Context: an optimization exercise on an open-source flow, tuned for small area and a short achievable clock period. The choices shown serve that exercise and are no tape-out recipe.
At most, simulation tests tie the RTL to the original design; equivalence was not proved.

Setup of green:
## loadStoreUnit
module loadStoreUnit #(
    parameter int unsigned TimerStep = 1
) (
    input  logic clk,
    input  logic arstN,
    input  logic reqValid,
    input  logic reqWrite,
    input  rvMemPkg::widthCode reqWidth,
    input  logic [rvMemPkg::xlen-1:0] reqAddr,
    input  logic [rvMemPkg::xlen-1:0] reqWdata,
    input  logic [rvMemPkg::xlen-1:0] rdataMem,
    input  logic memStall,
    output logic busy,
    output logic done,
    output logic [rvMemPkg::xlen-1:0] rdData,
    output logic [rvMemPkg::xlen-1:0] address,
    output logic weMem,
    output logic reMem,
    output logic [rvMemPkg::xlen-1:0] wdataMem,
    output logic [rvMemPkg::maskWidth-1:0] wmaskMem,
    output logic timerIrq
);
For scale: ~360 flip-flops, roughly 410 I/O pins, ~22,000 sq um of cells after synthesis.
Settings: LEC_CHECK=0, CAP_MARGIN=20, CORE_MARGIN=2, CORE_UTILIZATION=40, SETUP_SLACK_MARGIN=1.9, SLEW_MARGIN=20, SYNTH_HIERARCHICAL=1; clock period 4.1 ns.
standard.sh (not shown) runs the stock make flow with config.mk's settings and CLKGATE_MAP_FILE= SYNTH_SCRIPT=/design/flow/synth_recipe.tcl, a recipe that flattens the netlist after the stock synthesis.
==> flow/flow/run.sh <==
#!/bin/bash
# The standard layout, with plain buffers on the ports instead of the
# delay cells buffer_ports picks by default. Every port still gets a buffer.
set -euo pipefail
export BUFFER_PORTS_ARGS="-buffer_cell sky130_fd_sc_hd__buf_1"
bash standard.sh > standard.log 2>&1
The following lists how blue was set up differently from green:
diff --git a/flow/design.v b/flow/design.v
--- a/flow/design.v
+++ b/flow/design.v
@@ -207,15 +207,15 @@
     input  logic captureLoad,
     input  logic timerRead,
     input  logic timerReadCmp,
     input  logic [rvMemPkg::xlen-1:0] rdataMem,
     input  logic [rvMemPkg::xlen-1:0] mtime,
     input  logic [rvMemPkg::xlen-1:0] mtimecmp,
-    input  logic [rvMemPkg::xlen-1:0] timerValue,    
     output logic [rvMemPkg::xlen-1:0] rdData
 );
+    logic [7:0][7:0] timerValue;
     logic [7:0][7:0] src;
     logic atLeastHalf;
     logic atLeastWord;
     logic isDouble;
     logic [2:0] base;
     logic [2:0] top;
@@ -223,12 +223,13 @@
     logic [7:0] mtimeTops;
     logic [7:0] mtimecmpTops;
     logic timerMsb;
     logic msb;
     logic ext;
     logic [7:0][7:0] res;
+    assign timerValue = timerReadCmp ? mtimecmp : mtime;
     assign src = timerRead ? timerValue : rdataMem;
     assign atLeastHalf = (size != 2'd0);
     assign atLeastWord = size[1];
     assign isDouble = (size == 2'd3);
     assign base = offset & ~{isDouble, atLeastWord, atLeastHalf};
     assign top = base | {1'b0, atLeastWord, atLeastHalf};
@@ -262,22 +263,19 @@
 module mmioTimer #(
     parameter int unsigned TimerStep = 1
 ) (
     input  logic clk,
     input  logic arstN,
     input  logic [rvMemPkg::xlen-1:0] reqWdata,
-    input  logic busy,
     input  logic reqAddrBit3,                
-    input  logic timerReadCmp,               
     input  logic acceptMtimecmpWrite,
     input  logic writeMtime,                 
     input  logic writeMtimecmp,              
     input  logic [rvMemPkg::xlen-1:0] heldWdata,
     output logic [rvMemPkg::xlen-1:0] mtime,
     output logic [rvMemPkg::xlen-1:0] mtimecmp,
-    output logic [rvMemPkg::xlen-1:0] timerValue,
     output logic timerIrq
 );
     localparam int xlen = rvMemPkg::xlen;
     logic [xlen-1:0] mtimeInc;
     logic mtimeAllOnes;
     logic [xlen-1:0] mtimeNext;
@@ -298,14 +296,13 @@
         .inc(mtimeInc),
         .allOnes(mtimeAllOnes)
     );
     assign mtimeNext = writeMtime ? heldWdata :
                        ((TimerStep == 1) ? mtimeInc : mtime + xlen'(TimerStep));
     assign mtimecmpNext = acceptMtimecmpWrite ? reqWdata : mtimecmp;
-    assign other = (busy ? timerReadCmp : reqAddrBit3) ? mtimecmp : mtime;
-    assign timerValue = other;
+    assign other = reqAddrBit3 ? mtimecmp : mtime;
     compareFront uFront (
         .a(reqWdata),
         .b(other),
         .notGt(halfNotGt),
         .notLt(halfNotLt)
     );
@@ -627,13 +624,12 @@
     logic timerReadCmp;
     logic writeMtime;
     logic writeMtimecmp;
     logic acceptMtimecmpWrite;
     logic [rvMemPkg::xlen-1:0] mtime;
     logic [rvMemPkg::xlen-1:0] mtimecmp;
-    logic [rvMemPkg::xlen-1:0] timerValue;
     accessControl uAccessControl (
         .clk(clk),
         .arstN(arstN),
         .reqValid(reqValid),
         .reqWrite(reqWrite),
         .reqWidth(reqWidth),
@@ -665,31 +661,27 @@
         .captureLoad(captureLoad),
         .timerRead(timerRead),
         .timerReadCmp(timerReadCmp),
         .rdataMem(rdataMem),
         .mtime(mtime),
         .mtimecmp(mtimecmp),
-        .timerValue(timerValue),
         .rdData(rdData)
     );
     mmioTimer #(
         .TimerStep(TimerStep)
     ) uMmioTimer (
         .clk(clk),
         .arstN(arstN),
         .reqWdata(reqWdata),
-        .busy(busy),
         .reqAddrBit3(reqAddr[3]),
-        .timerReadCmp(timerReadCmp),
         .acceptMtimecmpWrite(acceptMtimecmpWrite),
         .writeMtime(writeMtime),
         .writeMtimecmp(writeMtimecmp),
         .heldWdata(heldWdata),
         .mtime(mtime),
         .mtimecmp(mtimecmp),
-        .timerValue(timerValue),
         .timerIrq(timerIrq)
     );
     assign address = heldAddr;
     assign wdataMem = heldWdata;
     assign wmaskMem = heldMask;
 endmodule
## What came out
- Comparing blue and green, count of inserted antenna diode cells is higher on blue.
- Relative to green, cell count has increased by 112 in blue.
- [blue] final net count rose 103 relative to green
- Looking at layout-stage area growth over the synthesis result across blue and green, the one that comes out higher is green.
- blue vs. green: worst hold margin went up by 0.084 ns.
- | total via count in the routed design | green vs blue | ≈ equal |
- As of blue, final area had fallen by a few percent compared to green.
Function not checked in green: the RTL went through the layout flow alone.

-- what the ideal ports hide --
How much do the figures lean on ideal ports? The routed layouts below were timed once more, with nothing changed but the port constraints. Step 1 assumes that a clkbuf_16 drives the clock port and a buf_2 every other input. Step 2 also shifts input and output timing later by t, the mid clock arrival at the registers, as if the neighbouring blocks saw the same clock. Slacks: ideal / step 1 / step 2; pairs: ideal / step 1.
| run | t, ns | slack for setup (ns) | worst setup path after step 2 |
|---|---|---|---|
| green | 0.655 | 1.531 / 1.531 / 0.955 | input to register |
| blue | 0.636 | 1.685 / 1.685 / 1.125 | input to register |
After both steps every run listed still meets setup and hold. The setup slack of green, which loses most, moves by 0.000 ns with the drivers and by -0.576 ns with both steps.
